Context: an optimization exercise on an open-source flow, tuned for small area, a short achievable clock period and few clock cycles per item. The choices shown serve that exercise and are no tape-out recipe. RTL that was checked went through simulation tests only; none was proved equivalent to the original. The RTL of runs 3 to 5 was laid out without a check of its function. No activity file was given, so power comes from the tool's default toggle rates.

===== design/flow/design.v =====
`timescale 1ns / 1ps
package cdsw7_pkg;
  localparam logic [1:0] K_NONE   = 2'd0;
  localparam logic [1:0] K_TICK   = 2'd1;
  localparam logic [1:0] K_TOGGLE = 2'd2;
  localparam logic [1:0] K_SET    = 2'd3;
  localparam logic [21:0] DIGITS_FULL = {3'd6, 4'd0, 3'd0, 4'd0, 4'd0, 4'd0};
endpackage
`timescale 1ns / 1ps
import cdsw7_pkg::*;
module countdown_stopwatch_7seg
(
  input  logic clk,
  input  logic rst,
  input  logic cmd_valid,
  output logic cmd_stall,
  input  logic [14:0] cmd,
  output logic res_valid,
  input  logic res_stall,
  output logic [48:0] res
);
  function automatic logic [6:0] seg10(input logic [3:0] d);
    seg10[0] = (~d[2] & ~d[0]) | d[1] | d[3] | (d[2] & d[0]);
    seg10[1] = ~d[2] | (~d[1] & ~d[0]) | (d[1] & d[0]);
    seg10[2] = ~d[1] | d[0] | d[2];
    seg10[3] = (~d[2] & ~d[0]) | d[3] | (~d[2] & d[1]) | (d[2] & ~d[1] & d[0]) | (d[1] & ~d[0]);
    seg10[4] = (~d[2] & ~d[0]) | (d[1] & ~d[0]);
    seg10[5] = (~d[1] & ~d[0]) | d[3] | (d[2] & ~d[1]) | (d[2] & ~d[0]);
    seg10[6] = (~d[2] & d[1]) | (d[2] & ~d[1]) | d[3] | (d[2] & ~d[0]);
  endfunction
  function automatic logic [6:0] seg6(input logic [2:0] d);
    seg6[0] = (~d[2] & ~d[0]) | d[1] | (d[2] & d[0]);
    seg6[1] = ~d[2] | ~d[0];
    seg6[2] = ~d[1] | d[0];
    seg6[3] = (~d[2] & ~d[0]) | d[1] | (d[2] & d[0]);
    seg6[4] = (~d[2] & ~d[0]);
    seg6[5] = (~d[1] & ~d[0]) | d[2];
    seg6[6] = d[1] | d[2];
  endfunction
  function automatic logic [6:0] seg7(input logic [2:0] d);
    seg7[0] = (~d[2] & ~d[0]) | d[1] | (d[2] & d[0]);
    seg7[1] = ~d[2] | (~d[1] & ~d[0]);
    seg7[2] = ~d[1] | d[0] | d[2];
    seg7[3] = (~d[2] & ~d[0]) | d[1] | (d[2] & d[0]);
    seg7[4] = (~d[2] & ~d[0]) | (d[2] & d[1]);
    seg7[5] = (~d[1] & ~d[0]) | d[2];
    seg7[6] = d[1] | d[2];
  endfunction
  function automatic logic [3:0] dec10(input logic [3:0] d);
    dec10[0] = ~d[0];
    dec10[1] = (d[3] & ~d[0]) | (d[1] & d[0]) | (d[2] & ~d[1] & ~d[0]);
    dec10[2] = (d[3] & ~d[0]) | (d[2] & d[0]) | (d[2] & d[1]);
    dec10[3] = (~d[3] & ~d[2] & ~d[1] & ~d[0]) | (d[3] & d[0]);
  endfunction
  function automatic logic [2:0] dec6(input logic [2:0] d);
    dec6[0] = ~d[0];
    dec6[1] = (d[1] & d[0]) | (d[2] & ~d[0]);
    dec6[2] = (~d[2] & ~d[1] & ~d[0]) | (d[2] & d[0]);
  endfunction
  function automatic logic [2:0] dec7(input logic [2:0] d);
    dec7[0] = (d[1] & ~d[0]) | (d[2] & ~d[0]);
    dec7[1] = (~d[1] & ~d[0]) | (d[1] & d[0]);
    dec7[2] = (~d[2] & ~d[1] & ~d[0]) | (d[2] & d[0]) | (d[2] & d[1]);
  endfunction
  function automatic logic [4:0] m5(input logic [4:0] i);
    m5[0] = (~i[4] & ~i[3] & ~i[1] & i[0]) | (~i[4] & ~i[3] & i[1] & ~i[0]) | (i[4] & ~i[1] & ~i[0]) | (i[3] & i[1] & i[0]) | (i[3] & i[2] & ~i[1] & ~i[0]);
    m5[1] = (~i[4] & ~i[3] & ~i[2] & i[1] & i[0]) | (i[4] & ~i[1] & ~i[0]) | (i[2] & ~i[1] & i[0]) | (i[3] & i[2] & i[1]) | (~i[3] & i[2] & ~i[0]);
    m5[2] = (i[3] & ~i[2] & ~i[1] & ~i[0]) | (i[4] & ~i[1] & i[0]) | (i[4] & i[1] & ~i[0]) | (~i[3] & i[2] & i[1] & i[0]);
    m5[3] = (i[3] & i[0]) | (i[3] & i[1]) | (i[4] & ~i[1]) | (i[4] & ~i[0]) | (i[3] & i[2]);
    m5[4] = (i[4] & i[1] & i[0]);
  endfunction
  function automatic logic [3:0] m3(input logic [3:0] i);
    m3[0] = (i[3] & ~i[1] & ~i[0]) | (~i[3] & ~i[2] & ~i[1] & i[0]) | (~i[3] & ~i[2] & i[1] & ~i[0]) | (i[2] & i[1] & i[0]);
    m3[1] = (i[3] & ~i[1] & i[0]) | (i[3] & i[1] & ~i[0]) | (~i[3] & ~i[2] & i[1] & i[0]) | (i[2] & ~i[1] & ~i[0]);
    m3[2] = (i[2] & i[0]) | (i[3] & ~i[1]) | (i[3] & ~i[0]) | (i[2] & i[1]);
    m3[3] = (i[3] & i[1] & i[0]);
  endfunction
  function automatic logic [4:0] fmt(input logic [4:0] i);
    fmt[0] = i[0];
    fmt[1] = (~i[2] & i[1]) | (i[2] & ~i[1]);
    fmt[2] = (~i[3] & i[2] & i[1]) | (i[3] & ~i[2]) | (i[3] & ~i[1]);
    fmt[3] = (~i[4] & i[3] & ~i[2] & i[1] & ~i[0]) | (i[3] & i[2] & ~i[1] & ~i[0]);
    fmt[4] = (i[3] & i[1] & i[0]) | (i[3] & i[2] & i[0]) | (i[3] & i[2] & i[1]) | i[4];
  endfunction
  function automatic logic [21:0] dec_digits(input logic [21:0] c);
    logic [2:0] mt, st;
    logic [3:0] mo, so, ct, co;
    logic       b0, b1, b2, b3, b4;
    {mt, mo, st, so, ct, co} = c;
    b0 = (co == 4'd0);
    b1 = b0 && (ct == 4'd0);
    b2 = b1 && (so == 4'd0);
    b3 = b2 && (st == 3'd0);
    b4 = b3 && (mo == 4'd0);
    if ({mt, mo, st, so, ct, co[3:1]} == '0) begin
      dec_digits = DIGITS_FULL;
    end else begin
      dec_digits[3:0]   = dec10(co);
      dec_digits[7:4]   = b0 ? dec10(ct) : ct;
      dec_digits[11:8]  = b1 ? dec10(so) : so;
      dec_digits[14:12] = b2 ? dec6(st) : st;
      dec_digits[18:15] = b3 ? dec10(mo) : mo;
      dec_digits[21:19] = b4 ? dec7(mt) : mt;
    end
  endfunction
  function automatic logic [21:0] step_digits(input logic [21:0] c,
                                              input logic mb, sb, cb);
    logic [2:0] mt, st;
    logic [3:0] mo, so, ct, co;
    logic [4:0] qco, qct, qso, qmo, tmt;
    logic [3:0] qst;
    logic       lso, hso, lmo, hmo;
    {mt, mo, st, so, ct, co} = c;
    qco = m5({co, 1'b0});
    qct = m5({ct, 1'b0});
    lso = qct[3] ^ sb;
    hso = qct[3] & sb;
    qso = m5({so, hso});
    qst = m3({st, qso[4]});
    lmo = qst[2] ^ mb;
    hmo = qst[3] | (qst[2] & mb);
    qmo = m5({mo, hmo});
    tmt = fmt({mt, qmo[4], qmo[3]});
    if (tmt[4] || (tmt[3] && {qmo[2:0], lmo, qst[1:0], qso[3], qso[2:0], lso,
                              qct[2:0], qco[3], qco[2:0], cb} != '0))
      step_digits = DIGITS_FULL;
    else
      step_digits = {tmt[2:0], qmo[2:0], lmo, qst[1:0], qso[3], qso[2:0], lso,
                     qct[2:0], qco[3], qco[2:0], cb};
  endfunction
  logic [9:0]  set_cs, set_sec;
  logic [5:0]  set_min;
  logic        q_full;
  logic [1:0]  q_kind;
  logic [21:0] disp;
  logic        run, dirty, full, busy;
  logic [3:0]  idx;
  logic        accept, out_free, src_valid, shows, need_conv, can, go, start;
  logic [1:0]  c_kind, src_kind;
  assign cmd_stall = q_full || busy;
  assign accept    = cmd_valid && !cmd_stall;
  assign out_free  = !res_valid || !res_stall;
  always_comb begin
    c_kind = K_NONE;
    if (!cmd[14]) c_kind = K_TICK;
    else case (cmd[13:10])
      4'b0001:                   c_kind = K_TOGGLE;
      4'b0010, 4'b0100, 4'b1000: c_kind = K_SET;
      default:                   c_kind = K_NONE;
    endcase
  end
  assign src_valid = q_full || accept;
  assign src_kind  = q_full ? q_kind : c_kind;
  assign shows     = (src_kind == K_TOGGLE) || (src_kind == K_TICK && run);
  assign need_conv = shows && (dirty || full);
  assign can       = src_valid && out_free && !busy;
  assign go        = can && !need_conv;
  assign start     = can && need_conv;
  always_ff @(posedge clk) begin
    if (rst) begin
      set_cs  <= '0;
      set_sec <= '0;
      set_min <= '0;
    end else if (accept && cmd[14]) begin
      if (cmd[13:10] == 4'b0010) set_cs  <= cmd[9:0];
      if (cmd[13:10] == 4'b0100) set_sec <= cmd[9:0];
      if (cmd[13:10] == 4'b1000) set_min <= (cmd[9:6] != 4'd0) ? 6'd61 : cmd[5:0];
    end
  end
  always_ff @(posedge clk) begin
    if (rst) q_full <= 1'b0;
    else     q_full <= src_valid && !go;
    if (!q_full) q_kind <= c_kind;
  end
  logic [3:0]  bit_idx;
  logic [21:0] step_in, step_out, dec_out;
  logic        min_bit;
  assign bit_idx  = start ? 4'd9 : idx;
  assign step_in  = start ? {full ? 3'd6 : 3'd0, 19'd0} : disp;
  assign min_bit  = (bit_idx < 4'd6) && set_min[bit_idx[2:0]];
  assign step_out = step_digits(step_in, min_bit, set_sec[bit_idx], set_cs[bit_idx]);
  assign dec_out  = dec_digits(disp);
  always_ff @(posedge clk) begin
    if (rst) begin
      res_valid <= 1'b0;
      run       <= 1'b0;
      dirty     <= 1'b0;
      full      <= 1'b1;
      busy      <= 1'b0;
      disp      <= '0;
    end else begin
      if (out_free) res_valid <= go;
      if (start || busy) begin
        disp <= step_out;
        idx  <= bit_idx - 4'd1;
        busy <= (bit_idx != 4'd0);
      end
      if (start) begin
        dirty <= 1'b0;
        full  <= 1'b0;
      end
      if (go) begin
        case (src_kind)
          K_TICK:   if (run) disp <= dec_out;
          K_TOGGLE: run <= !run;
          K_SET: begin
            dirty <= 1'b1;
            full  <= 1'b0;
          end
          default: ;
        endcase
      end
    end
  end
  assign res = {1'b0, seg6(disp[14:12]), 1'b0, seg10(disp[11:8]),
                1'b0, seg10(disp[7:4]), 1'b0, seg10(disp[3:0]),
                1'b0, seg7(disp[21:19]), 1'b0, seg10(disp[18:15]), run};
endmodule

===== design/flow/run.sh =====
#!/bin/bash
# synth_recipe.tcl (not shown) runs the flow's synth.tcl, then flattens the netlist and writes it again
# the make line also repeats each setting of config.mk as NAME=value (left out here)
make -C /OpenROAD-flow-scripts/flow DESIGN_CONFIG=/design/flow/config.mk WORK_HOME=/design/flow/orfs CLKGATE_MAP_FILE= SYNTH_SCRIPT=/design/flow/synth_recipe.tcl finish

===== design/flow/config.mk =====
export PLATFORM = sky130hd
export DESIGN_NAME = countdown_stopwatch_7seg
export DESIGN_NICKNAME = countdown_stopwatch_7seg
export VERILOG_FILES = /design/flow/design.v
export SDC_FILE = /design/flow/constraint.sdc
export NUM_CORES = 4
export LEC_CHECK = 0
export CAP_MARGIN = 20
export CORE_MARGIN = 2
export CORE_UTILIZATION = 40
export SLEW_MARGIN = 20

===== design/flow/constraint.sdc =====
create_clock -name core_clock -period 10.0 [get_ports {clk}]
set_input_delay 2.0000 -clock core_clock [delete_from_list [all_inputs] [get_ports {clk}]]
set_output_delay 2.0000 -clock core_clock [all_outputs]
set_load 0.01 [all_outputs]

==> flow_metrics.tcl, run 1 <==
set metrics [dict create \
    ant_nets 0 \
    setup-violations-final 0 \
    vias 4899 \
    timing.rr.start "q_full" \
    cp-end-kind "register" \
    cap_violations 0 \
    ys_ff_latch 60 \
    grt_pass1_vias 4480 \
    chipWidth_um 115 \
    gp_congestion 0.909 \
    ff2ff_setup_slack_ns 4.11 \
    drive_above_1_share_pct 7.16 \
    synth_edf_count 4 \
    cts_tree "done" \
    nFillCells 1197 \
    multi_input_area_um2 3320 \
    grt_remaining_overflow 0 \
    hpwlAfterDp_mm 9.90 \
    regArea_um2 1240 \
    post-route-util_pct 48.5 \
    drv_slew 0 \
    final-instance-count-excl-fill 845 \
    grt_pass1_wl_mm 23.0 \
    max_freq_ghz 0.129 \
    ys_seq_area_share_pct 25.2 \
    place_inst 829 \
    skew_ns 0.00806 \
    worstSkewPairLatency_ns 0.33 \
    cts-buffers-inserted 9 \
    arrival_ns 7.94 \
    power_uw 628 \
    drc 0 \
    yosysTopAreaCellShare_pct 22.8 \
    status "finished clean" \
    grt_use_total_pct 21.4 \
    ys.flop_type "dfxtp_1" \
    route.detailed.wl_per_inst_um 16.3 \
    netlist_area_um2 4920 \
    port-buffer-count 63 \
    powerDensity_nw_per_um2 108 \
    drt_iter0_drc 414 \
    finalHoldViolations 0 \
    vdd_drop_max_mv 0.0683 \
    rows 40 \
    critPathKind "primary input to register" \
    synthTopCellsByCount "nor2_1, dfxtp_1, nand2_1, a21oi_1, o21ai_0" \
    synthArstFlopShare_pct 0 \
    hp-class "register to register" \
    initial_core_util_pct 40.9 \
    grt_max_degree 50 \
    nets 733 \
    ios 70 \
    clk_pin_slew_ns 0.05 \
    fp.dieH_um 115 \
    cts_post_setup_buffers_inserted 0 \
    synth_area_leaders "dfxtp_1, nor2_1, a21oi_1, ha_1, o21ai_0" \
    power_leakage_nw 2.18 \
    cts-root-buf "clkbuf_16" \
    worstMarginPinSlew_ns 0.963 \
    period_minus_slack_ns 7.77 \
    clock_path_buffers 2 \
    startpoint_type "primary input" \
    clock_sinks 60 \
    ys_warn_count 1 \
    syn_to_final_growth_pct 18.5 \
    setup_tns_ns 0 \
    r2r_end "disp[3]" \
    endpoint "disp[3]" \
    worstPathRequired_ns 10.17 \
    syn_inst 671 \
    crit_fanout 21 \
    yosys.cell_types.count 81 \
    routed_wl_mm 13.7 \
    max_slew_margin_pct 35.7 \
    hold_slack_ns 0.480 \
    startpoint "cmd[11]" \
    syn_area_per_cell_um2 7.33 \
    dr.pass1.iters 5 \
    antenna_found_initial 0 \
    hold_buffers 0 \
    diodes 0 \
    fin_crit_sh_pct 77.7 \
    fp.coreArea_um2 12000 \
    post_cts_resized 0 \
    reg2reg_depth 21 \
    yosysMostFrequentCell "nor2_1" \
    rsz0062_at_grt "false" \
    synth_top_area_cell "dfxtp_1" \
    dieArea_um2 13200 \
    viasPerCell 5.80 \
    htreeDepth 3 \
]
[critical path, stage by stage]
cell and delay (ns):
clkdlybuf4s50_1 0.54, nor4b_4 0.37, a21oi_2 0.09, o21bai_4 0.23, and2_1 0.65, nor4_1 0.09, nor3_1 0.19, a21oi_1 0.09
a21oi_1 0.13, ha_1 0.48, and3_1 0.34, nor2_1 0.10, a211oi_1 0.29, ha_1 0.28, and2_1 0.17, a21o_1 0.18
nand2_1 0.10, or3_1 0.32, o21ai_0 0.08, nand4_1 0.23, a41oi_2 0.78, o21ai_0 0.21
[sequential cells by signal, summed over array words and instances, names as in the netlist]
| signal | flops |
|---|---|
| res_valid | 1 |
| q_full | 1 |
| set_cs | 10 |
| full | 1 |
| run | 1 |
| dirty | 1 |
| set_sec | 10 |
| set_min | 6 |
| q_kind | 2 |
| disp | 22 |
| busy | 1 |
| idx | 4 |
[power by group]
group | switching [mW] | total (mW) | internal [mW] | leakage [nW]
registers | 0.00560 | 0.251 | 0.245 | 0.489
logic | 0.0331 | 0.0586 | 0.0255 | 1.54
clock network | 0.116 | 0.318 | 0.202 | 0.149
total | 0.155 | 0.628 | 0.473 | 2.18
[logic make-up (layout without fill, tap and decap cells)]
group	after synthesis	in the layout	synth area share (%)
multiplexers	27	27	6.03
AO/OA/AOI/OAI	191	191	25.6
flip-flops	60	60	25.2
AND/OR/NAND/NOR	270	270	27.6
XOR/XNOR	13	13	2.32
buffers and inverters	88	110	7.79
other	1	6	0.0763
adder cells (fa/ha/maj)	21	21	5.34
[per-stage QoR]
stage / setup slack [ns] / cell area (um^2)
after floorplan: 3.65 / 4930
after global placement: 2.28 / 5510
after detailed placement: 1.97 / 5510
after CTS: 2.34 / 5830
after global routing: 1.54 / 5830
final: 2.23 / 5830
[final cells by class]
class                   count  share of cell area [%]
clock inverters             6                    1.25
repair buffers             68                    11.5
multi-input cells         528                    57.0
flip-flops and latches     60                    21.3
clock buffers              10                    4.10
well taps                 147                    3.16
inverters                  26                    1.68
[worst min path at each step]
stage / startpoint / endpoint / slack, ns / cells past startpoint
6_report: set_min[1] / set_min[1] / 0.48 / 2
3_5_place_dp: set_min[1] / set_min[1] / 0.47 / 2
5_1_grt: set_min[1] / set_min[1] / 0.50 / 2
2_1_floorplan: set_min[1] / set_min[1] / 0.45 / 2
3_3_place_gp: set_min[1] / set_min[1] / 0.46 / 2
4_1_cts: set_min[1] / set_min[1] / 0.48 / 2
[cell usage in the layout, fill, tap and decap left out, types with 4 or more instances in the layout]
cell type and count:
a211o_1 5, a211oi_1 13, a21oi_1 54, a22oi_1 6, a31oi_1 9, and3_1 6
buf_4 5, clkbuf_16 9, clkdlybuf4s50_1 63, conb_1 6, dfxtp_1 56, edfxtp_1 4
ha_1 21, inv_1 25, mux2i_1 24, nand2_1 55, nand2b_1 9, nand3_1 15
nand4_1 5, nor2_1 103, nor2b_1 7, nor3_1 16, nor4_1 4, o2111ai_1 4
o211ai_1 5, o21a_1 4, o21ai_0 49, o32ai_1 4, or2_2 5, or3_1 16
xnor2_1 5, xor2_1 8
[layer usage]
metal | global-route usage [%] | part of all wire [%] | vias to the layer above
li1 | - | - | 2448
met1 | 30.1 | 48 | 2287
met2 | 32.4 | 45 | 144
met3 | 4.74 | 6.2 | 20
met4 | 7.31 | 1.7 | 0
met5 | 0 | 0 | -
Testbench counts, summed over its fixed seeds: cycles 22,918, items 16,000.
==> run 2, diff against run 1 <==
--- a/design/flow/config.mk
+++ b/design/flow/config.mk
@@ -7,2 +7,3 @@
 export LEC_CHECK = 0
+export ABC_AREA = 1
 export CAP_MARGIN = 20
==> run 2 against run 1 <==
Sequential share of layout area is 0.44 points higher; fmax is 7.4% higher; total power is 9.0% higher; worst hold slack worse by 0.018 ns; critical path type unchanged; utilization is 0.39 points lower; die area is 2.2% lower; clock skew is 0.0030 ns lower; critical path depth is 13 higher; combinational power is 98% higher; register-to-register slack better by 0.60 ns; clock power is 3% lower; synthesized cell count is 21% higher.
==> flow_metrics.tcl, run 2 <==
set metrics [dict create \
    syn_to_final_growth_pct 18.8 \
    grt_max_degree 55 \
    syn_area_per_cell_um2 5.89 \
    cts-root-buf "clkbuf_16" \
    ys_seq_area_share_pct 25.8 \
    vias 5260 \
    ant_nets 0 \
    arrival_ns 7.45 \
    yosysMostFrequentCell "nand2_1" \
    chipWidth_um 114 \
    gp_congestion 0.910 \
    fin_crit_sh_pct 72.4 \
    cp-end-kind "register" \
    reg_top3 "disp (22), set_cs (10), set_sec (10)" \
    period_minus_slack_ns 7.24 \
    hold_buffers 0 \
    setup_tns_ns 0 \
    viasPerCell 5.25 \
    finalHoldViolations 0 \
    worstSkewPairLatency_ns 0.34 \
    top_register "disp" \
    final_common_cell "nand2_1" \
    synth_edf_count 4 \
    max_freq_ghz 0.138 \
    nets 890 \
    grt_pass1_wl_mm 22.9 \
    max_slew_margin_pct 38.6 \
    fp.dieH_um 114 \
    sw_frac_of_total_pct 28.8 \
    drt_iter0_drc 413 \
    power_switching_uw 197 \
    ys_ff_latch 60 \
    seqPwrFrac_pct 37.8 \
    regArea_um2 1240 \
    worstMarginPinSlew_ns 0.920 \
    status "finished clean" \
    synthTopCellsByCount "nand2_1, nor2_1, inv_1, o21ai_0, a21oi_1" \
    drc 0 \
    cts-buffers-inserted 9 \
    combinationalPowerShare_pct 17.0 \
    grt_remaining_overflow 0 \
    crit_fanout 54 \
    crit_top_cell "nand2_1" \
    drv_slew 0 \
    cts_post_setup_buffers_inserted 0 \
    slowest_stage "clkdlybuf4s50_1" \
    synthArstFlopShare_pct 0 \
    yosysTopAreaCellShare_pct 23.3 \
    ys.flop_type "dfxtp_1" \
    initial_core_util_pct 40.5 \
    yosys.cell_types.count 39 \
    max_stage_delay_ns 0.50 \
    rows 40 \
    worstPathRequired_ns 10.21 \
    diodes 0 \
    rsz0062_at_grt "false" \
    ios 70 \
    dieArea_um2 12900 \
    finalWorstSetupSlack_ns 2.76 \
    clock_sinks 60 \
    cts_tree "done" \
    layout_common_cells "nand2_1, nor2_1, inv_1" \
    port-buffer-count 63 \
    fp.coreArea_um2 11900 \
    startpoint_type "primary input" \
    grt_pass1_vias 4798 \
    power_leakage_nw 2.51 \
    synth_area_leaders "dfxtp_1, nand2_1, o21ai_0, nor2_1, inv_1" \
    dr.pass1.iters 5 \
    powerDensity_nw_per_um2 120 \
    drive_above_1_share_pct 3.04 \
    skew_ns 0.00508 \
    clock_path_buffers 2 \
    place_inst 986 \
    synth_top_area_cell "dfxtp_1" \
    hp-class "register to register" \
    post_cts_resized 0 \
    multi_input_area_um2 2940 \
    clk_pin_slew_ns 0.05 \
    p_int_uw 487 \
    nFillCells 1249 \
    hpwlAfterDp_mm 10.3 \
    antenna_found_initial 0 \
    p_clk_share_pct 45.2 \
    critPathKind "primary input to register" \
    grt_use_total_pct 21.7 \
    syn_inst 815 \
    htreeDepth 3 \
    pre_cts_ws_ns 2.49 \
    routed_wl_mm 13.8 \
    vdd_drop_max_mv 0.0857 \
    setup-violations-final 0 \
    ys_warn_count 1 \
    power_uw 684 \
    cap_violations 0 \
    final-instance-count-excl-fill 1002 \
    route.detailed.wl_per_inst_um 13.8 \
    netlist_area_um2 4800 \
    largest_register_ffs 22 \
]
run 2: cell count changes in the layout (fill, tap and decap cells not counted), sizes merged, moves of 20 or more:
cell,previous run,this run
nand3,16,52
nor2,104,124
inv,26,105
mux2i,24,0
nand2,56,183
o21ai,51,99
run 2: area by class of cell:
cell class | count | area share, %
multi-input cells | 608 | 51.6
flip-flops and latches | 60 | 21.7
repair buffers | 65 | 11.3
inverters | 106 | 6.97
well taps | 147 | 3.22
clock inverters | 6 | 1.14
clock buffers | 10 | 4.01
run 2: through the flow:
step                hold WS, ns  instance area (um^2)  util (%)
global route              0.487                  5710      48.1
CTS                       0.469                  5710      48.1
global placement          0.450                  5410      45.6
finish                    0.462                  5710      48.1
detailed placement        0.460                  5410      45.6
floorplan                 0.429                  4820         -
run 2: worst max-delay path, delay by kind of cell:
| family | cells | cell delay, ns |
|---|---|---|
| compound gates | 7 | 1.02 |
| fa+ha+maj | 2 | 0.43 |
| simple gates | 20 | 2.93 |
| buf+inv | 6 | 1.02 |
run 2: worst paths after layout:
kind	slack [ns]	startpoint	depth (start not counted)	end
setup / recovery	2.76	cmd[11]	35	disp[13]
hold / removal	0.46	set_cs[5]	2	set_cs[5]
setup reg to reg	4.71	busy	31	disp[13]
hold reg to reg	0.46	set_cs[5]	2	set_cs[5]
run 2: logic make-up (layout without fill, tap and decap cells):
family / Yosys count / count (layout) / synth area share (%)
adders and majority gates: 21 / 21 / 5.47
and+or+nand+nor: 388 / 388 / 33.7
buffers and inverters: 152 / 187 / 13.2
DFF: 60 / 60 / 25.8
AOI/OAI and AO/OA: 190 / 190 / 21.2
xor gates and xnor gates: 3 / 3 / 0.547
other: 1 / 6 / 0.0781
run 2: layer usage:
metal	track usage, %	routed length (um)	part of all wire (%)
met3	3.40	642	4.7
met1	26.6	6060	44
met5	0	0	0
met2	38.8	6870	50
met4	7.24	236	1.7
run 2: power by group through the flow:
stage | sequential [mW] | combinational (mW) | clock [mW]
finish | 0.258 | 0.116 | 0.309
global route | 0.259 | 0.131 | 0.325
CTS | 0.258 | 0.117 | 0.314
detailed placement | 0.263 | 0.116 | 0
global placement | 0.263 | 0.116 | 0
floorplan | 0.256 | 0.0810 | 0
==> run 3, diff against run 2 <==
--- a/design/flow/design.v
+++ b/design/flow/design.v
@@ -84,3 +84,3 @@
   endfunction
-  function automatic logic [21:0] dec_digits(input logic [21:0] c);
+  function automatic logic [22:0] dec_digits(input logic [21:0] c);
     logic [2:0] mt, st;
@@ -94,14 +94,11 @@
     b4 = b3 && (mo == 4'd0);
-    if ({mt, mo, st, so, ct, co[3:1]} == '0) begin
-      dec_digits = DIGITS_FULL;
-    end else begin
-      dec_digits[3:0]   = dec10(co);
-      dec_digits[7:4]   = b0 ? dec10(ct) : ct;
-      dec_digits[11:8]  = b1 ? dec10(so) : so;
-      dec_digits[14:12] = b2 ? dec6(st) : st;
-      dec_digits[18:15] = b3 ? dec10(mo) : mo;
-      dec_digits[21:19] = b4 ? dec7(mt) : mt;
-    end
-  endfunction
-  function automatic logic [21:0] step_digits(input logic [21:0] c,
+    dec_digits[22]    = ({mt, mo, st, so, ct, co[3:1]} == '0);
+    dec_digits[3:0]   = dec10(co);
+    dec_digits[7:4]   = b0 ? dec10(ct) : ct;
+    dec_digits[11:8]  = b1 ? dec10(so) : so;
+    dec_digits[14:12] = b2 ? dec6(st) : st;
+    dec_digits[18:15] = b3 ? dec10(mo) : mo;
+    dec_digits[21:19] = b4 ? dec7(mt) : mt;
+  endfunction
+  function automatic logic [22:0] step_digits(input logic [21:0] c,
                                               input logic mb, sb, cb);
@@ -112,2 +109,3 @@
     logic       lso, hso, lmo, hmo;
+    logic [18:0] rest;
     {mt, mo, st, so, ct, co} = c;
@@ -123,8 +121,5 @@
     tmt = fmt({mt, qmo[4], qmo[3]});
-    if (tmt[4] || (tmt[3] && {qmo[2:0], lmo, qst[1:0], qso[3], qso[2:0], lso,
-                              qct[2:0], qco[3], qco[2:0], cb} != '0))
-      step_digits = DIGITS_FULL;
-    else
-      step_digits = {tmt[2:0], qmo[2:0], lmo, qst[1:0], qso[3], qso[2:0], lso,
-                     qct[2:0], qco[3], qco[2:0], cb};
+    rest = {qmo[2:0], lmo, qst[1:0], qso[3], qso[2:0], lso, qct[2:0], qco[3],
+            qco[2:0], cb};
+    step_digits = {tmt[4] || (tmt[3] && rest != '0), tmt[2:0], rest};
   endfunction
@@ -174,10 +169,17 @@
   end
-  logic [3:0]  bit_idx;
-  logic [21:0] step_in, step_out, dec_out;
-  logic        min_bit;
-  assign bit_idx  = start ? 4'd9 : idx;
-  assign step_in  = start ? {full ? 3'd6 : 3'd0, 19'd0} : disp;
-  assign min_bit  = (bit_idx < 4'd6) && set_min[bit_idx[2:0]];
-  assign step_out = step_digits(step_in, min_bit, set_sec[bit_idx], set_cs[bit_idx]);
+  logic [22:0] step_out, dec_out;
+  logic        min_bit, tick, to_full;
+  logic [21:0] next_disp;
+  assign min_bit  = (idx < 4'd6) && set_min[idx[2:0]];
+  assign step_out = step_digits(disp, min_bit, set_sec[idx], set_cs[idx]);
   assign dec_out  = dec_digits(disp);
+  assign tick     = go && src_kind == K_TICK && run;
+  assign to_full  = (start && full) || (busy && step_out[22]) || (tick && dec_out[22]);
+  always_comb begin
+    if (to_full)    next_disp = DIGITS_FULL;
+    else if (busy)  next_disp = step_out[21:0];
+    else if (start) next_disp = {11'd0, 3'd0, set_sec[9], 4'd0, 3'd0, set_cs[9]};
+    else if (tick)  next_disp = dec_out[21:0];
+    else            next_disp = disp;
+  end
   always_ff @(posedge clk) begin
@@ -191,11 +193,12 @@
     end else begin
+      disp <= next_disp;
       if (out_free) res_valid <= go;
-      if (start || busy) begin
-        disp <= step_out;
-        idx  <= bit_idx - 4'd1;
-        busy <= (bit_idx != 4'd0);
-      end
       if (start) begin
+        idx   <= 4'd8;
+        busy  <= 1'b1;
         dirty <= 1'b0;
         full  <= 1'b0;
+      end else if (busy) begin
+        idx  <= idx - 4'd1;
+        busy <= (idx != 4'd0);
       end
@@ -203,3 +206,2 @@
         case (src_kind)
-          K_TICK:   if (run) disp <= dec_out;
           K_TOGGLE: run <= !run;
--- a/design/flow/config.mk
+++ b/design/flow/config.mk
@@ -11,2 +11,3 @@
 export CORE_UTILIZATION = 40
+export SETUP_SLACK_MARGIN = 5
 export SLEW_MARGIN = 20
==> run 3 against run 2 <==
Clock power decreased by 2%; first-iteration DRC count decreased by 3.9%; register-to-register slack gained 0.81 ns; sequential power up 3%; setup slack improved by 2.8 ns; largest cell class unchanged; largest power group unchanged.
==> flow_metrics.tcl, run 3 <==
set metrics [dict create \
    grt_pass1_vias 4325 \
    dr.pass1.iters 5 \
    syn_area_per_cell_um2 6.20 \
    route.detailed.wl_per_inst_um 13.6 \
    syn_inst 732 \
    clock_sinks 60 \
    fp.dieH_um 111 \
    rows 38 \
    nFillCells 1114 \
    yosysTopAreaCellShare_pct 24.7 \
    yosys.cell_types.count 43 \
    max_freq_ghz 0.223 \
    crit_fanout 20 \
    ys.flop_type "dfxtp_1" \
    power_uw 750 \
    synth_area_leaders "dfxtp_1, nand2_1, nor2_1, inv_1, o21ai_0" \
    post_cts_resized 0 \
    port-buffer-count 63 \
    layout_common_cells "nand2_1, nor2_1, inv_1" \
    worstSkewPairLatency_ns 0.33 \
    diodes 0 \
    worstMarginPinSlew_ns 0.791 \
    vias 4716 \
    clk_pin_slew_ns 0.06 \
    drc 0 \
    arrival_ns 4.73 \
    hp-class "register to register" \
    cts_post_setup_buffers_inserted 0 \
    drv_slew 0 \
    grt_use_total_pct 19.7 \
    power_leakage_nw 2.47 \
    hold_buffers 0 \
    routed_wl_mm 12.5 \
    ios 70 \
    max_slew_margin_pct 47.2 \
    cts-buffers-inserted 9 \
    period_minus_slack_ns 4.48 \
    top_register "disp" \
    hold_slack_ns 0.453 \
    use_met2_pct 33.9 \
    nets 817 \
    initial_core_util_pct 41.5 \
    ys_warn_count 1 \
    dieArea_um2 12200 \
    cts_tree "done" \
    setup-violations-final 0 \
    ys_seq_area_share_pct 27.4 \
    grt_max_degree 31 \
    setup_tns_ns 0 \
    yosysMostFrequentCell "nand2_1" \
    synth_top_area_cell "dfxtp_1" \
    finalHoldViolations 0 \
    clock_path_buffers 2 \
    vdd_drop_max_mv 0.0804 \
    chipWidth_um 111 \
    drt_iter0_drc 397 \
    grt_remaining_overflow 0 \
    largest_register_ffs 22 \
    critPathKind "register to register" \
    netlist_area_um2 4540 \
    status "finished clean" \
    powerDensity_nw_per_um2 137 \
    synth_edf_count 4 \
    hpwlAfterDp_mm 9.32 \
    cap_violations 0 \
    grt.busiest_layer "met2" \
    reg_top3 "disp (22), set_cs (10), set_sec (10)" \
    drive_above_1_share_pct 8.19 \
    skew_ns 0.00498 \
    grt_pass1_wl_mm 20.2 \
    gp_congestion 0.870 \
    htreeDepth 3 \
    synthTopCellsByCount "nand2_1, nor2_1, inv_1, o21ai_0, dfxtp_1" \
    startpoint_type "register" \
    rsz0062_at_grt "false" \
    worstPathRequired_ns 10.25 \
    synthArstFlopShare_pct 0 \
    final_common_cell "nand2_1" \
    cp-end-kind "register" \
    antenna_found_initial 0 \
    ys_ff_latch 60 \
    cts-root-buf "clkbuf_16" \
    fp.coreArea_um2 10900 \
    viasPerCell 5.12 \
    syn_to_final_growth_pct 20.3 \
    gr-usage-met1_pct 24.6 \
    fin_crit_sh_pct 44.8 \
    globalRouteMet3Util_pct 4.17 \
    ant_nets 0 \
]
## run 3: layout make-up
type | instances | area (um^2) | area share (%)
Timing Repair Buffer | 64 | 638 | 11.7
Clock inverter | 6 | 45.0 | 0.825
Inverter | 93 | 352 | 6.44
Sequential cell | 60 | 1240 | 22.7
Tap cell | 140 | 175 | 3.21
Clock buffer | 10 | 250 | 4.58
Multi-Input combinational cell | 548 | 2760 | 50.5
## run 3: logic make-up (layout without fill, tap and decap cells)
kind of cell             count (synthesis)  after routing  share of synthesized area (%)
AND/OR/NAND/NOR                        373            373                           35.2
adder cells (fa/ha/maj)                 22             22                           6.07
other                                    1              6                         0.0826
buffers and inverters                  129            173                           12.3
flip-flops                              60             60                           27.4
AO/OA/AOI/OAI                          145            145                           18.6
XOR/XNOR                                 2              2                          0.386
## run 3: layer usage
metal	vias up	wire length (um)
met5	-	0
met4	0	256
met3	18	533
met2	121	6000
met1	2131	5710
li1	2446	-
## run 3: worst max-delay path, stage by stage, from the launching register on
cell and delay (ns):
edfxtp_1 0.54, inv_1 0.45, o21ai_0 0.16, o22ai_1 0.18, nand2_1 0.08, nand3_1 0.13, ha_1 0.33, inv_2 0.14
nor2_8 0.16, nand2_1 0.06, o211ai_1 0.11, ha_1 0.31, nor2_1 0.10, nand3_1 0.08, nor2_1 0.12, nand3_1 0.12
nor2_1 0.10, nand2_1 0.05, o21bai_1 0.13, nand2_1 0.07, nand2_1 0.08, nand2_1 0.07, nor2_2 0.15, nand2_2 0.39
a21oi_2 0.26
## run 3: per-stage QoR
| stage | worst slack (ns) | instance area, um^2 | cells | util [%] |
|---|---|---|---|---|
| finish | 5.52 | 5460 | 921 | 49.9 |
| global route | 5.02 | 5460 | 921 | 49.9 |
| CTS | 5.52 | 5460 | 921 | 49.9 |
| detailed placement | 5.27 | 5160 | 905 | 47.2 |
| global placement | 5.37 | 5160 | 905 | 47.2 |
| floorplan | 6.33 | 4560 | 737 | - |
## run 3: report_power, final
group	switching (mW)	total [mW]	internal, mW
Combinational	0.108	0.181	0.0727
Clock	0.120	0.304	0.184
Sequential	0.0145	0.265	0.251
Total	0.243	0.750	0.507
## run 3: path summary, 6_finish.rpt
kind	slack (ns)	to	cells past startpoint	from
max	5.52	disp[15]	24	idx[0]
min	0.45	set_cs[4]	2	set_cs[4]
max reg2reg	5.52	disp[15]	24	idx[0]
min reg2reg	0.45	set_cs[4]	2	set_cs[4]
==> run 4, diff against run 3 <==
--- a/design/flow/design.v
+++ b/design/flow/design.v
@@ -170,11 +170,15 @@
   logic [22:0] step_out, dec_out;
-  logic        min_bit, tick, to_full;
+  logic        tick, cur_full;
   logic [21:0] next_disp;
-  assign min_bit  = (idx < 4'd6) && set_min[idx[2:0]];
-  assign step_out = step_digits(disp, min_bit, set_sec[idx], set_cs[idx]);
+  logic [3:0]  idx_dn;
+  logic [2:0]  nbits;
+  logic        sat;
+  assign idx_dn   = idx - 4'd1;
+  assign step_out = step_digits(disp, nbits[2], nbits[1], nbits[0]);
   assign dec_out  = dec_digits(disp);
   assign tick     = go && src_kind == K_TICK && run;
-  assign to_full  = (start && full) || (busy && step_out[22]) || (tick && dec_out[22]);
+  assign cur_full = sat || (tick && dec_out[22]);
   always_comb begin
-    if (to_full)    next_disp = DIGITS_FULL;
+    if (go && shows && cur_full)
+      next_disp = (tick && sat) ? {3'd5, 4'd9, 3'd5, 4'd9, 4'd9, 4'd9} : DIGITS_FULL;
     else if (busy)  next_disp = step_out[21:0];
@@ -191,2 +195,3 @@
       busy      <= 1'b0;
+      sat       <= 1'b0;
       disp      <= '0;
@@ -198,2 +203,3 @@
         busy  <= 1'b1;
+        sat   <= full;
         dirty <= 1'b0;
@@ -201,6 +207,8 @@
       end else if (busy) begin
-        idx  <= idx - 4'd1;
+        idx  <= idx_dn;
         busy <= (idx != 4'd0);
+        sat  <= sat || step_out[22];
       end
       if (go) begin
+        sat <= 1'b0;
         case (src_kind)
@@ -215,2 +223,4 @@
     end
+    nbits <= start ? {1'b0, set_sec[8], set_cs[8]}
+                   : {idx_dn < 4'd6 && set_min[idx_dn[2:0]], set_sec[idx_dn], set_cs[idx_dn]};
   end
==> run 4 against run 3 <==
Still clean on timing, DRC and antenna; utilization is 0.30 points lower; sequential share of layout area is 0.48 points higher; die area is 3.7% higher; total power is 19% higher; cell area is 4.2% higher; combinational power is 54% higher; clock power is 4% higher.
==> flow_metrics.tcl, run 4 <==
set metrics [dict create \
    status "finished clean" \
    ys.flop_type "dfxtp_1" \
    layout_common_cells "nor2_1, nand2_1, inv_1" \
    vias 4909 \
    viasPerCell 5.24 \
    hold_buffers 0 \
    reg2reg_depth 20 \
    rsz0062_at_grt "false" \
    grt_remaining_overflow 0 \
    htreeDepth 3 \
    timing.rr.start "disp[6]" \
    post-route-util_pct 49.6 \
    ys_ff_latch 64 \
    clock_sinks 64 \
    fin_area_um2 5690 \
    place_inst 919 \
    setup_tns_ns 0 \
    dieArea_um2 12700 \
    vdd_drop_max_mv 0.0884 \
    dr.pass1.iters 5 \
    yosysTopAreaCellShare_pct 25.5 \
    post_cts_resized 0 \
    max_freq_ghz 0.240 \
    cts_post_setup_buffers_inserted 0 \
    top_register "disp" \
    max_stage_delay_ns 0.51 \
    crit_fanout 21 \
    antenna_found_initial 0 \
    cp-end-kind "register" \
    route.detailed.wl_per_inst_um 14.1 \
    cts-buffers-inserted 9 \
    fp.coreArea_um2 11500 \
    ys_warn_count 1 \
    critPathKind "primary input to register" \
    routed_wl_mm 13.2 \
    period_minus_slack_ns 4.17 \
    drt_iter0_drc 402 \
    diodes 0 \
    grt_max_degree 37 \
    ant_nets 0 \
    ios 70 \
    hold_path_depth 2 \
    finalWorstSetupSlack_ns 5.83 \
    synthArstFlopShare_pct 0 \
    startpoint_type "primary input" \
    cap_violations 0 \
    crit_top_cell "nand2_1" \
    worstPathRequired_ns 10.22 \
    gp_congestion 0.877 \
    power_uw 890 \
    r2r_end "sat" \
    hpwlAfterDp_mm 9.95 \
    largest_register_ffs 22 \
    clock_path_buffers 2 \
    yosysMostFrequentCell "nor2_1" \
    drv_slew 0 \
    skew_ns 0.00732 \
    initial_core_util_pct 41.1 \
    synthTopCellsByCount "nor2_1, nand2_1, inv_1, o21ai_0, dfxtp_1" \
    port-buffer-count 63 \
    hold_slack_ns 0.461 \
    path_cells "clkdlybuf4s50_1 -> nor2_1 -> nand2_1 -> nand4_1 -> a21oi_1 -> nand2_4 -> nand2_4 -> nand3_4 -> nand2_4 -> inv_4 -> nand2_1 -> nand2_1 -> nand2_2 -> nand2_1 -> nor2_1 -> nor2_1" \
    hp-class "register to register" \
    synth_edf_count 4 \
    grt_pass1_wl_mm 21.3 \
    slowest_stage "clkdlybuf4s50_1" \
    worstMarginPinSlew_ns 0.812 \
    fp.dieH_um 113 \
    grt_use_total_pct 20.4 \
    clk_pin_slew_ns 0.06 \
    hp-start "dirty" \
    nets 829 \
    rows 39 \
    syn_inst 737 \
    final_common_cell "nor2_1" \
    finalHoldViolations 0 \
    final-instance-count-excl-fill 936 \
    fin_crit_sh_pct 41.7 \
    cts_tree "done" \
    min_to "dirty" \
    grt_pass1_vias 4459 \
    cts-root-buf "clkbuf_16" \
    power_leakage_nw 2.61 \
    drc 0 \
    arrival_ns 4.39 \
    netlist_area_um2 4710 \
    worstSkewPairLatency_ns 0.33 \
    max_slew_margin_pct 45.7 \
    reg_top3 "disp (22), set_cs (10), set_sec (10)" \
    chipWidth_um 113 \
    powerDensity_nw_per_um2 156 \
    setup-violations-final 0 \
    ff2ff_setup_slack_ns 6.74 \
    yosys.cell_types.count 51 \
    synth_area_leaders "dfxtp_1, nor2_1, nand2_1, o21ai_0, inv_1" \
    pre_cts_ws_ns 5.50 \
    placed_cell_area_um2 5360 \
    syn_to_final_growth_pct 20.8 \
    synth_top_area_cell "dfxtp_1" \
    syn_area_per_cell_um2 6.39 \
    ys_seq_area_share_pct 28.0 \
    drive_above_1_share_pct 6.05 \
]
==> run 4: changes by cell type after synthesis, moves of 5 or more <==
cell and change:
buf_2 -6, o211ai_1 +5, nand2_4 +5, inv_2 -5, nor2_1 +36, a21oi_2 -19, a211oi_1 +6, nand3_1 -10
o21ai_0 +13, nand2_1 -38
==> run 4: how the worst max path moves through the flow <==
stage	start	endpoint	slack, ns	cells past startpoint
2_1_floorplan	cmd[13]	disp[21]	6.51	16
3_3_place_gp	cmd[11]	disp[19]	5.60	16
3_5_place_dp	cmd[11]	disp[19]	5.50	16
4_1_cts	cmd[11]	disp[19]	5.84	16
5_1_grt	cmd[11]	disp[19]	5.53	16
6_report	cmd[11]	disp[19]	5.83	16
==> run 4: logic make-up (layout without fill, tap and decap cells) <==
family / Yosys count / after routing / synth area share [%]
and+or+nand+nor: 369 / 369 / 35.0
AOI/OAI and AO/OA: 159 / 159 / 19.2
buffers and inverters: 118 / 169 / 11.0
DFF: 64 / 64 / 28.0
adders and majority gates: 22 / 22 / 5.84
xor gates and xnor gates: 2 / 2 / 0.372
muxes: 2 / 2 / 0.425
other: 1 / 6 / 0.0796
==> run 4: final cells by class <==
cell class,instances,area [um^2]
Multi-Input combinational cell,560,2890
Tap cell,143,179
Clock buffer,13,260
Timing Repair Buffer,65,666
Inverter,88,338
Clock inverter,3,40.0
Fill cell,1196,5780
Sequential cell,64,1320
==> run 4: routing by layer <==
metal | share of wire (%) | vias up | wire (um) | GRT usage, %
met5 | 0 | - | 0 | 0
met4 | 1.3 | 0 | 174 | 5.28
met3 | 4.2 | 11 | 555 | 2.97
met2 | 50 | 127 | 6590 | 36.2
met1 | 45 | 2264 | 5890 | 25.8
li1 | - | 2507 | - | -
==> run 4: power breakdown <==
group	leakage, nW	internal [mW]	total (mW)	switching, mW
sequential	0.523	0.271	0.294	0.0231
combinational	1.94	0.119	0.279	0.160
clock	0.150	0.206	0.316	0.110
==> run 4: critical path, delay by kind of cell <==
family / cells / cell delay (ns)
simple gates: 13 / 1.55
buf+inv: 2 / 0.61
compound gates: 1 / 0.25
==> run 5, diff against run 4 <==
==> design/flow/flow/run.sh (new file) <==
#!/bin/bash
# Standard layout, with the port buffers made of buf_1 cells instead of the
# default delay buffers.
set -euo pipefail
cd "$(dirname "$0")/.."
export BUFFER_PORTS_ARGS="-buffer_cell sky130_fd_sc_hd__buf_1"
bash standard.sh > standard.log 2>&1
==> design/flow/standard.sh (new file) <==
#!/bin/bash
# synth_recipe.tcl (not shown) runs the flow's synth.tcl, then flattens the netlist and writes it again
# the make line also repeats each setting of config.mk as NAME=value (left out here)
make -C /OpenROAD-flow-scripts/flow DESIGN_CONFIG=/design/flow/config.mk WORK_HOME=/design/flow/orfs CLKGATE_MAP_FILE= SYNTH_SCRIPT=/design/flow/synth_recipe.tcl "${@:-finish}"
removed: design/flow/run.sh
==> run 5 against run 4 <==
Setup slack better by 0.33 ns; largest power group unchanged; die area unchanged; cell count decreased by 0.21%; global-route usage up 1.1 points; sequential share of layout area grew 2.0 points; sequential cell count unchanged; via count rose by 0.88%; count of clock-buffer cells in the layout decreased by 2.
==> flow_metrics.tcl, run 5 <==
set metrics [dict create \
    reg2reg_depth 20 \
    cp-end-kind "register" \
    placed_cell_area_um2 4960 \
    hp-start "dirty" \
    syn_area_per_cell_um2 6.39 \
    slowest_stage "nand2_4" \
    combinationalPowerShare_pct 28.6 \
    path_cells "buf_1 -> nor2_1 -> nand2_1 -> nand4_1 -> a21oi_1 -> nand2_4 -> nand2_4 -> nand3_4 -> nand2_4 -> inv_4 -> nand2_1 -> nand2_1 -> nand2_2 -> nand2_1 -> nor2_1 -> nor2_1" \
    cts-buffers-inserted 9 \
    power_leakage_nw 2.39 \
    route.detailed.wl_per_inst_um 14.1 \
    gp_congestion 0.833 \
    hold_buffers 0 \
    startpoint_type "primary input" \
    critPathKind "primary input to register" \
    place_inst 918 \
    clk_pin_slew_ns 0.05 \
    antenna_found_initial 0 \
    setup_tns_ns 0 \
    vias 4952 \
    max_freq_ghz 0.261 \
    ys_ff_latch 64 \
    min_to "dirty" \
    seqPwrFrac_pct 35.1 \
    syn_inst 737 \
    pre_cts_ws_ns 5.85 \
    p_int_uw 542 \
    multi_input_area_um2 2890 \
    ys_seq_area_share_pct 28.0 \
    port-buffer-count 63 \
    arrival_ns 4.05 \
    yosysMostFrequentCell "nor2_1" \
    synth_edf_count 4 \
    rsz0062_at_grt "false" \
    yosys.cell_types.count 51 \
    ys.flop_type "dfxtp_1" \
    post-route-util_pct 45.7 \
    critPathBufInv 2 \
    cap_violations 0 \
    synth_area_leaders "dfxtp_1, nor2_1, nand2_1, o21ai_0, inv_1" \
    finalWorstSetupSlack_ns 6.17 \
    final-instance-count-excl-fill 934 \
    rows 39 \
    largest_register_ffs 22 \
    grt_pass1_vias 4687 \
    cp.depth 16 \
    power_uw 838 \
    clock_path_buffers 2 \
    grt_remaining_overflow 0 \
    p_clk_share_pct 36.3 \
    post_cts_resized 0 \
    fin_area_um2 5240 \
    powerDensity_nw_per_um2 160 \
    drive_above_1_share_pct 5.56 \
    synthArstFlopShare_pct 0 \
    chipWidth_um 113 \
    r2r_end "sat" \
    regArea_um2 1320 \
    max_slew_margin_pct 30.4 \
    layout_common_cells "nor2_1, nand2_1, inv_1" \
    critPathTopFamily "simple AND/OR/NAND/NOR gates" \
    cts_post_setup_buffers_inserted 0 \
    cts_tree "done" \
    grt_max_degree 37 \
    crit_fanout 21 \
    yosysTopAreaCellShare_pct 25.5 \
    nets 827 \
    ff2ff_setup_slack_ns 6.78 \
    final_common_cell "nor2_1" \
    max_stage_delay_ns 0.31 \
    sw_frac_of_total_pct 35.4 \
    ant_nets 0 \
    routed_wl_mm 13.2 \
    hold_path_depth 2 \
    fp.dieH_um 113 \
    worstSkewPairLatency_ns 0.33 \
    power_switching_uw 296 \
    hpwlAfterDp_mm 9.84 \
    viasPerCell 5.30 \
    fp.coreArea_um2 11500 \
    diodes 0 \
    synthTopCellsByCount "nor2_1, nand2_1, inv_1, o21ai_0, dfxtp_1" \
    grt_pass1_wl_mm 22.3 \
    worstMarginPinSlew_ns 1.04 \
    ios 70 \
    top_register "disp" \
    dieArea_um2 12700 \
    dr.pass1.iters 5 \
    crit_top_cell "nand2_1" \
    initial_core_util_pct 41.1 \
    htreeDepth 3 \
    grt_use_total_pct 21.4 \
    nFillCells 1215 \
    cts-root-buf "clkbuf_16" \
    status "finished clean" \
    netlist_area_um2 4710 \
    timing.rr.start "disp[6]" \
    drt_iter0_drc 349 \
    ys_warn_count 1 \
    reg_top3 "disp (22), set_cs (10), set_sec (10)" \
    finalHoldViolations 0 \
    hold_slack_ns 0.467 \
    vdd_drop_max_mv 0.0870 \
    fin_crit_sh_pct 38.3 \
    syn_to_final_growth_pct 11.3 \
    period_minus_slack_ns 3.83 \
    setup-violations-final 0 \
    worstPathRequired_ns 10.22 \
    skew_ns 0.00266 \
    hp-class "register to register" \
    clock_sinks 64 \
    synth_top_area_cell "dfxtp_1" \
    drc 0 \
    drv_slew 0 \
]
## run 5: cell types whose count changed in the layout (fill, tap and decap cells not counted)
cell             change
buf_1               +63
clkdlybuf4s50_1     -63
clkbuf_8             -2
clkinv_1             +2
buf_16               -1
buf_4                -1
## run 5: how the worst max path moves through the flow
stage                        from       end  slack, ns
after global routing      cmd[12]  disp[19]       5.91
final                     cmd[11]  disp[19]       6.17
after detailed placement  cmd[11]  disp[19]       5.85
after floorplan           cmd[13]  disp[21]       6.51
after global placement    cmd[11]    idx[0]       5.99
after CTS                 cmd[11]  disp[19]       6.19
## run 5: cells by family after synthesis
logic type      Yosys count  share of synthesized area, %
compound gates          159                          19.2
mux                       2                         0.425
fa+ha+maj                22                          5.84
xor+xnor                  2                         0.372
buf+inv                 118                          11.0
flops                    64                          28.0
simple gates            369                          35.0
other cells               1                        0.0796
## run 5: area by class of cell
type                    count  share of cell area, %
clock buffers              11                   4.44
clock inverters             5                  0.907
inverters                  88                   6.44
repair buffers             63                   4.51
well taps                 143                   3.41
flip-flops and latches     64                   25.2
multi-input cells         560                   55.1
## run 5: worst reg2reg max path, cell delays in order, from the launching register on
cell      delay (ns)
dfxtp_1         0.48
ha_1            0.26
nor2_1          0.07
nand2_1         0.10
ha_1            0.30
inv_1           0.15
nor2_4          0.19
o211ai_1        0.11
ha_1            0.20
a21oi_2         0.27
inv_1           0.14
o21ai_0         0.26
nand2_1         0.08
nor2_1          0.10
nand2_1         0.07
nand2_1         0.06
nand2_1         0.06
nand2_1         0.07
nand2_1         0.06
nand2_1         0.06
nor2_1          0.04
## run 5: power by group through the flow
stage | registers (mW) | clock network, mW | logic (mW)
floorplan | 0.288 | 0 | 0.183
global placement | 0.299 | 0 | 0.235
detailed placement | 0.299 | 0 | 0.238
CTS | 0.293 | 0.307 | 0.240
global route | 0.297 | 0.319 | 0.271
finish | 0.294 | 0.304 | 0.240
## run 5: per-layer routing
metal,GRT usage [%],routed length (um),up-vias
met3,2.97,589,25
met1,26.8,5830,2283
met2,37.1,6410,145
li1,-,-,2499
met5,0,0,-
met4,8.94,359,0
==> run 6, diff against run 5 <==
--- a/design/flow/design.v
+++ b/design/flow/design.v
@@ -127,12 +127,14 @@
   logic [5:0]  set_min;
-  logic        q_full;
-  logic [1:0]  q_kind;
+  logic        q_full, p_valid;
+  logic [1:0]  q_kind, p_kind;
   logic [21:0] disp;
-  logic        run, dirty, full, busy;
+  logic        run, dirty, full, busy, sat;
   logic [3:0]  idx;
-  logic        accept, out_free, src_valid, shows, need_conv, can, go, start;
-  logic [1:0]  c_kind, src_kind;
-  assign cmd_stall = q_full || busy;
-  assign accept    = cmd_valid && !cmd_stall;
-  assign out_free  = !res_valid || !res_stall;
+  logic [2:0]  nbits;
+  logic        accept, out_free, shows, need_conv, can, go, start, p_free, tick;
+  logic [1:0]  c_kind;
+  logic        q_full_n, p_valid_n, run_n, dirty_n, full_n, busy_n;
+  logic [1:0]  p_kind_n;
+  assign accept   = cmd_valid && !cmd_stall;
+  assign out_free = !res_valid || !res_stall;
   always_comb begin
@@ -146,9 +148,25 @@
   end
-  assign src_valid = q_full || accept;
-  assign src_kind  = q_full ? q_kind : c_kind;
-  assign shows     = (src_kind == K_TOGGLE) || (src_kind == K_TICK && run);
+  assign shows     = (p_kind == K_TOGGLE) || (p_kind == K_TICK && run);
   assign need_conv = shows && (dirty || full);
-  assign can       = src_valid && out_free && !busy;
+  assign can       = p_valid && out_free && !busy;
   assign go        = can && !need_conv;
   assign start     = can && need_conv;
+  assign p_free    = !p_valid || go;
+  assign tick      = go && p_kind == K_TICK && run;
+  always_comb begin
+    q_full_n  = q_full;
+    p_valid_n = p_valid;
+    p_kind_n  = p_kind;
+    if (p_free) begin
+      q_full_n  = 1'b0;
+      p_valid_n = q_full || accept;
+      p_kind_n  = q_full ? q_kind : c_kind;
+    end else if (accept) begin
+      q_full_n  = 1'b1;
+    end
+    busy_n  = start || (busy && idx != 4'd0);
+    run_n   = (go && p_kind == K_TOGGLE) ? !run : run;
+    dirty_n = !start && (dirty || (go && p_kind == K_SET));
+    full_n  = !start && !(go && p_kind == K_SET) && full;
+  end
   always_ff @(posedge clk) begin
@@ -165,4 +183,14 @@
   always_ff @(posedge clk) begin
-    if (rst) q_full <= 1'b0;
-    else     q_full <= src_valid && !go;
+    if (rst) begin
+      q_full    <= 1'b0;
+      p_valid   <= 1'b0;
+      cmd_stall <= 1'b0;
+    end else begin
+      q_full    <= q_full_n;
+      p_valid   <= p_valid_n;
+      cmd_stall <= q_full_n || busy_n ||
+                   (p_valid_n && (dirty_n || full_n) &&
+                    (p_kind_n == K_TOGGLE || (p_kind_n == K_TICK && run_n)));
+    end
+    p_kind <= p_kind_n;
     if (!q_full) q_kind <= c_kind;
@@ -170,7 +198,5 @@
   logic [22:0] step_out, dec_out;
-  logic        tick, cur_full;
+  logic        cur_full;
   logic [21:0] next_disp;
   logic [3:0]  idx_dn;
-  logic [2:0]  nbits;
-  logic        sat;
   assign idx_dn   = idx - 4'd1;
@@ -178,3 +204,2 @@
   assign dec_out  = dec_digits(disp);
-  assign tick     = go && src_kind == K_TICK && run;
   assign cur_full = sat || (tick && dec_out[22]);
@@ -198,27 +223,13 @@
     end else begin
-      disp <= next_disp;
+      disp  <= next_disp;
+      run   <= run_n;
+      dirty <= dirty_n;
+      full  <= full_n;
+      busy  <= busy_n;
       if (out_free) res_valid <= go;
-      if (start) begin
-        idx   <= 4'd8;
-        busy  <= 1'b1;
-        sat   <= full;
-        dirty <= 1'b0;
-        full  <= 1'b0;
-      end else if (busy) begin
-        idx  <= idx_dn;
-        busy <= (idx != 4'd0);
-        sat  <= sat || step_out[22];
-      end
-      if (go) begin
-        sat <= 1'b0;
-        case (src_kind)
-          K_TOGGLE: run <= !run;
-          K_SET: begin
-            dirty <= 1'b1;
-            full  <= 1'b0;
-          end
-          default: ;
-        endcase
-      end
-    end
+      if (start)     sat <= full;
+      else if (busy) sat <= sat || step_out[22];
+      else if (go)   sat <= 1'b0;
+    end
+    idx   <= start ? 4'd8 : idx_dn;
     nbits <= start ? {1'b0, set_sec[8], set_cs[8]}
==> design/flow/flow/run.sh (replaced) <==
#!/bin/bash
# Standard layout, with the port buffers made of buf_1 cells instead of the
# default delay buffers, and timing repair aimed at 7 ns of setup slack.
set -euo pipefail
cd "$(dirname "$0")/.."
export BUFFER_PORTS_ARGS="-buffer_cell sky130_fd_sc_hd__buf_1"
bash standard.sh SETUP_SLACK_MARGIN=7 finish > standard.log 2>&1
==> run 6 against run 5 <==
Sequential cell count rose by 4; worst hold slack got worse by 0.010 ns; sequential share of layout area fell by 5.5 points; synthesized area rose by 2.4%; first-iteration DRC count rose by 36%; synthesized cell count rose by 7.2%; clock skew rose by 0.0034 ns; setup slack improved by 0.50 ns; critical path type is now register to primary output; largest power group is now combinational logic; highest routed layer unchanged.
==> flow_metrics.tcl, run 6 <==
set metrics [dict create \
    synth_top_area_cell "dfxtp_1" \
    status "finished clean" \
    cts-buffers-inserted 9 \
    period_minus_slack_ns 3.34 \
    grt_max_degree 22 \
    yosysTopAreaCellShare_pct 28.2 \
    synthArstFlopShare_pct 0 \
    layout_common_cells "nand2_1, nor2_1, buf_4" \
    port-buffer-count 63 \
    syn_inst 790 \
    ff2ff_setup_slack_ns 7.14 \
    drt_iter0_drc 473 \
    startpoint_type "register" \
    hp-class "register to register" \
    finalHoldViolations 0 \
    worstPathRequired_ns 8.00 \
    clock_path_buffers 2 \
    initial_core_util_pct 40.5 \
    synth_area_leaders "dfxtp_1, nand2_1, nor2_1, o21ai_0, inv_1" \
    fp.coreArea_um2 11900 \
    nFillCells 1059 \
    worstMarginPinSlew_ns 0.848 \
    post-route-util_pct 60.9 \
    drv_slew 0 \
    antenna_found_initial 0 \
    largest_register_ffs 22 \
    fin_area_um2 7250 \
    reg_top3 "disp (22), set_cs (10), set_sec (10)" \
    worstSkewPairLatency_ns 0.33 \
    setup_tns_ns 0 \
    hpwlAfterDp_mm 10.5 \
    final-instance-count-excl-fill 1083 \
    max_slew_margin_pct 43.4 \
    dieArea_um2 13000 \
    clock_sinks 68 \
    ys.flop_type "dfxtp_1" \
    vias 5890 \
    fp.dieH_um 114 \
    crit_fanout 4 \
    grt_use_total_pct 25.1 \
    grt_pass1_vias 5461 \
    final_common_cell "nand2_1" \
    power_mw 1.45 \
    nets 972 \
    ys_warn_count 1 \
    syn_to_final_growth_pct 50.4 \
    routed_wl_mm 17.1 \
    netlist_area_um2 4820 \
    ys_seq_area_share_pct 28.2 \
    cap_violations 0 \
    chipWidth_um 114 \
    placed_cell_area_um2 5100 \
    grt_remaining_overflow 0 \
    fin_crit_sh_pct 33.4 \
    top_register "disp" \
    hold_buffers 0 \
    syn_area_per_cell_um2 6.11 \
    ant_nets 0 \
    cts_tree "done" \
    yosysMostFrequentCell "nand2_1" \
    route.detailed.wl_per_inst_um 15.8 \
    synthTopCellsByCount "nand2_1, nor2_1, inv_1, o21ai_0, dfxtp_1" \
    vdd_drop_max_mv 0.118 \
    diodes 0 \
    place_inst 969 \
    yosys.cell_types.count 41 \
    ys_ff_latch 68 \
    max_freq_ghz 0.300 \
    cts-root-buf "clkbuf_16" \
    synth_edf_count 0 \
    skew_ns 0.00609 \
    critPathKind "register to primary output" \
    arrival_ns 1.34 \
    gp_congestion 0.902 \
    dr.pass1.iters 7 \
    setup-violations-final 0 \
    viasPerCell 5.44 \
    clk_pin_slew_ns 0.06 \
    grt_pass1_wl_mm 26.3 \
    ios 70 \
    powerDensity_nw_per_um2 200 \
    rsz0062_at_grt "true" \
    drc 0 \
    rows 40 \
    htreeDepth 3 \
    cp-end-kind "primary output" \
    drive_above_1_share_pct 36.6 \
    power_leakage_nw 3.29 \
]
-- run 6: changes by cell type after synthesis, moves of 5 or more --
| cell | previous run | this run |
|---|---|---|
| dfxtp_1 | 60 | 68 |
| nand3_1 | 40 | 66 |
| a21oi_1 | 42 | 37 |
| a31oi_1 | 0 | 5 |
| nand2_1 | 138 | 180 |
| nor2_1 | 142 | 137 |
| inv_1 | 81 | 94 |
-- run 6: logic make-up after synthesis --
kind of cell             Yosys count  synth area share (%)
AND/OR/NAND/NOR                  415                  36.4
other                              1                0.0777
AO/OA/AOI/OAI                    148                  17.1
XOR/XNOR                           3                 0.545
adder cells (fa/ha/maj)           22                  5.71
flip-flops                        68                  28.2
buffers and inverters            133                  12.0
-- run 6: layout make-up --
class,count,area (um^2),share of cell area [%]
Clock buffer,11,253,3.48
Timing Repair inverter,3,22.5,0.310
Sequential cell,68,1430,19.7
Timing Repair Buffer,157,1220,16.9
Inverter,97,432,5.95
Clock inverter,5,60.1,0.828
Tap cell,147,184,2.54
Multi-Input combinational cell,595,3650,50.3
-- run 6: critical path, stage by stage, from the launching register on --
cell and delay, ns:
dfxtp_4 0.39, inv_4 0.05, ha_2 0.18, a21oi_2 0.13
o211ai_1 0.10, buf_2 0.15
-- run 6: power by group --
| part | internal, mW | leakage, nW | switching, mW |
|---|---|---|---|
| Clock | 0.207 | 0.152 | 0.125 |
| Combinational | 0.312 | 2.57 | 0.434 |
| Sequential | 0.312 | 0.569 | 0.0606 |
| Total | 0.831 | 3.29 | 0.619 |
-- run 6: what timing repair did --
action,4_1_cts,5_1_grt
pin swaps,51,59
buffers inserted,61,33
resized for setup,260,100
gates cloned,3,1
endpoints found under the setup margin,95,90
-- run 6: path summary, 6_finish.rpt --
path / cells after the start / end / start
max: 5 / res[20] / disp[2]
min: 2 / q_kind[1] / q_kind[1]
max reg2reg: 19 / sat / disp[5]
min reg2reg: 2 / q_kind[1] / q_kind[1]
-- run 6: through the flow --
| step | hold WS [ns] | setup slack, ns |
|---|---|---|
| after floorplan | 0.423 | 6.81 |
| after global placement | 0.441 | 5.89 |
| after detailed placement | 0.439 | 5.83 |
| after CTS | 0.456 | 6.71 |
| after global routing | 0.492 | 6.62 |
| final | 0.456 | 6.66 |
-- run 6: layer usage --
metal	track usage [%]	vias up	wire, um
met2	42.8	241	8470
met5	0	-	0
met1	31.6	2750	7090
met3	3.77	50	1030
li1	-	2849	-
met4	11.3	0	555
Testbench counts of run 6, summed over its fixed seeds: cycles 22,746, items 16,000.
==> run 7, diff against run 6 <==
==> design/flow/flow/run.sh (replaced) <==
#!/bin/bash
# Standard layout, with the port buffers made of buf_1 cells instead of the
# default delay buffers.
set -euo pipefail
cd "$(dirname "$0")/.."
export BUFFER_PORTS_ARGS="-buffer_cell sky130_fd_sc_hd__buf_1"
bash standard.sh > standard.log 2>&1
==> run 7 against run 6 <==
Still clean on timing, DRC and antenna; fmax fell by 10%; cell area fell by 26%; critical path depth did not move; combinational power fell by 33%; wire length fell by 23%; cell count fell by 8.9%; global-route usage fell by 4.6 points; clock power fell by 6.0%; critical path type unchanged; largest power group unchanged; highest routed layer unchanged.
==> flow_metrics.tcl, run 7 <==
set metrics [dict create \
    drv_slew 0 \
    cts_post_setup_buffers_inserted 0 \
    synth_edf_count 0 \
    synthTopCellsByCount "nand2_1, nor2_1, inv_1, o21ai_0, dfxtp_1" \
    top_register "disp" \
    ys.flop_type "dfxtp_1" \
    final_common_cell "nand2_1" \
    setup-violations-final 0 \
    skew_ns 0.00964 \
    hold_slack_ns 0.453 \
    hp-start "q_kind[1]" \
    cts-buffers-inserted 9 \
    yosysMostFrequentCell "nand2_1" \
    place_inst 971 \
    final-instance-count-excl-fill 987 \
    synth_top_area_cell "dfxtp_1" \
    drive_above_1_share_pct 4.40 \
    vias 5117 \
    grt_pass1_vias 4478 \
    chipWidth_um 114 \
    cts_tree "done" \
    cp-end-kind "primary output" \
    ant_nets 0 \
    syn_inst 790 \
    dieArea_um2 13000 \
    cts-root-buf "clkbuf_16" \
    setup_tns_ns 0 \
    yosys.cell_types.count 41 \
    status "finished clean" \
    dr.pass1.iters 5 \
    hp-class "register to register" \
    clock_sinks 68 \
    netlist_area_um2 4820 \
    synth_area_leaders "dfxtp_1, nand2_1, nor2_1, o21ai_0, inv_1" \
    antenna_found_initial 0 \
    period_minus_slack_ns 3.72 \
    post-route-util_pct 45.0 \
    powerDensity_nw_per_um2 218 \
    port-buffer-count 63 \
    startpoint_type "register" \
    worstPathRequired_ns 8.00 \
    arrival_ns 1.72 \
    rsz0062_at_grt "false" \
    grt_max_degree 40 \
    fp.coreArea_um2 11900 \
    startpoint "disp[9]" \
    timing.rr.start "disp[6]" \
    syn_to_final_growth_pct 11.1 \
    globalRouteMet3Util_pct 2.60 \
    power_mw 1.17 \
    initial_core_util_pct 40.5 \
    ys_seq_area_share_pct 28.2 \
    drc 0 \
    routed_wl_mm 13.2 \
    hold_buffers 0 \
    max_freq_ghz 0.269 \
    syn_area_per_cell_um2 6.11 \
    grt_remaining_overflow 0 \
    crit_fanout 9 \
    finalWorstSetupSlack_ns 6.28 \
    ios 70 \
    cap_violations 0 \
    layout_common_cells "nand2_1, nor2_1, inv_1" \
    fin_crit_sh_pct 37.2 \
    worstSkewPairLatency_ns 0.33 \
    vdd_drop_max_mv 0.129 \
    clock_path_buffers 2 \
    largest_register_ffs 22 \
    post_cts_resized 0 \
    fin_area_um2 5360 \
    pre_cts_ws_ns 6.02 \
    yosysTopAreaCellShare_pct 28.2 \
    max_slew_margin_pct 46.2 \
    rows 40 \
    placed_cell_area_um2 5060 \
    gp_congestion 0.858 \
    clk_pin_slew_ns 0.06 \
    finalHoldViolations 0 \
    grt_pass1_wl_mm 21.6 \
    htreeDepth 3 \
    grt.busiest_layer "met2" \
    gr-usage-met1_pct 27.2 \
    nets 876 \
    worstMarginPinSlew_ns 0.806 \
    reg_top3 "disp (22), set_cs (10), set_sec (10)" \
    power_leakage_nw 2.47 \
    critPathKind "register to primary output" \
    route.detailed.wl_per_inst_um 13.4 \
    use_met2_pct 34.7 \
    hpwlAfterDp_mm 9.73 \
    grt_use_total_pct 20.5 \
    viasPerCell 5.18 \
    ys_warn_count 1 \
    diodes 0 \
    ys_ff_latch 68 \
    fp.dieH_um 114 \
    synthArstFlopShare_pct 0 \
    drt_iter0_drc 368 \
]
==> run 7: worst paths after layout <==
kind	slack, ns	depth (start not counted)	endpoint
setup / recovery	6.28	5	res[36]
hold / removal	0.45	2	q_kind[1]
setup reg to reg	6.80	17	sat
hold reg to reg	0.45	2	q_kind[1]
==> run 7: critical path: stages (launching register included) <==
cell	delay (ns)
dfxtp_1	0.52
inv_1	0.19
ha_1	0.27
a21oi_1	0.15
o211ai_1	0.10
buf_1	0.15
==> run 7: cell type report <==
type	instances	area, um^2
inverter	97	364
multi-input combinational	594	2900
timing repair buffer	65	251
clock buffer	10	229
sequential	68	1360
clock inverter	6	65.1
fill	1334	6550
tap	147	184
==> run 7: per-layer routing <==
layer / part of all wire [%] / wire [um] / vias to the layer above
met2: 47 / 6260 / 135
met4: 1.6 / 207 / 0
met5: 0 / 0 / -
met3: 4.1 / 535 / 16
li1: - / - / 2642
met1: 47 / 6190 / 2324
==> run 7: kinds of logic after synthesis <==
kind of cell / after synthesis / synth area share, %
buffers and inverters: 133 / 12.0
adder cells (fa/ha/maj): 22 / 5.71
AO/OA/AOI/OAI: 148 / 17.1
flip-flops: 68 / 28.2
AND/OR/NAND/NOR: 415 / 36.4
other: 1 / 0.0777
XOR/XNOR: 3 / 0.545
==> run 7: power by group <==
part | switching [mW] | total, mW | internal, mW
registers | 0.0517 | 0.359 | 0.308
logic | 0.329 | 0.499 | 0.169
clock network | 0.119 | 0.312 | 0.193

Re-timed with assumed drivers on the ports (clkbuf_16 on the clock, buf_2 on other inputs), run 7 has 6.247 ns of setup slack against 6.284 ns with ideal ports, and 6.033 ns once port delays also move by the mid clock arrival of 0.364 ns.
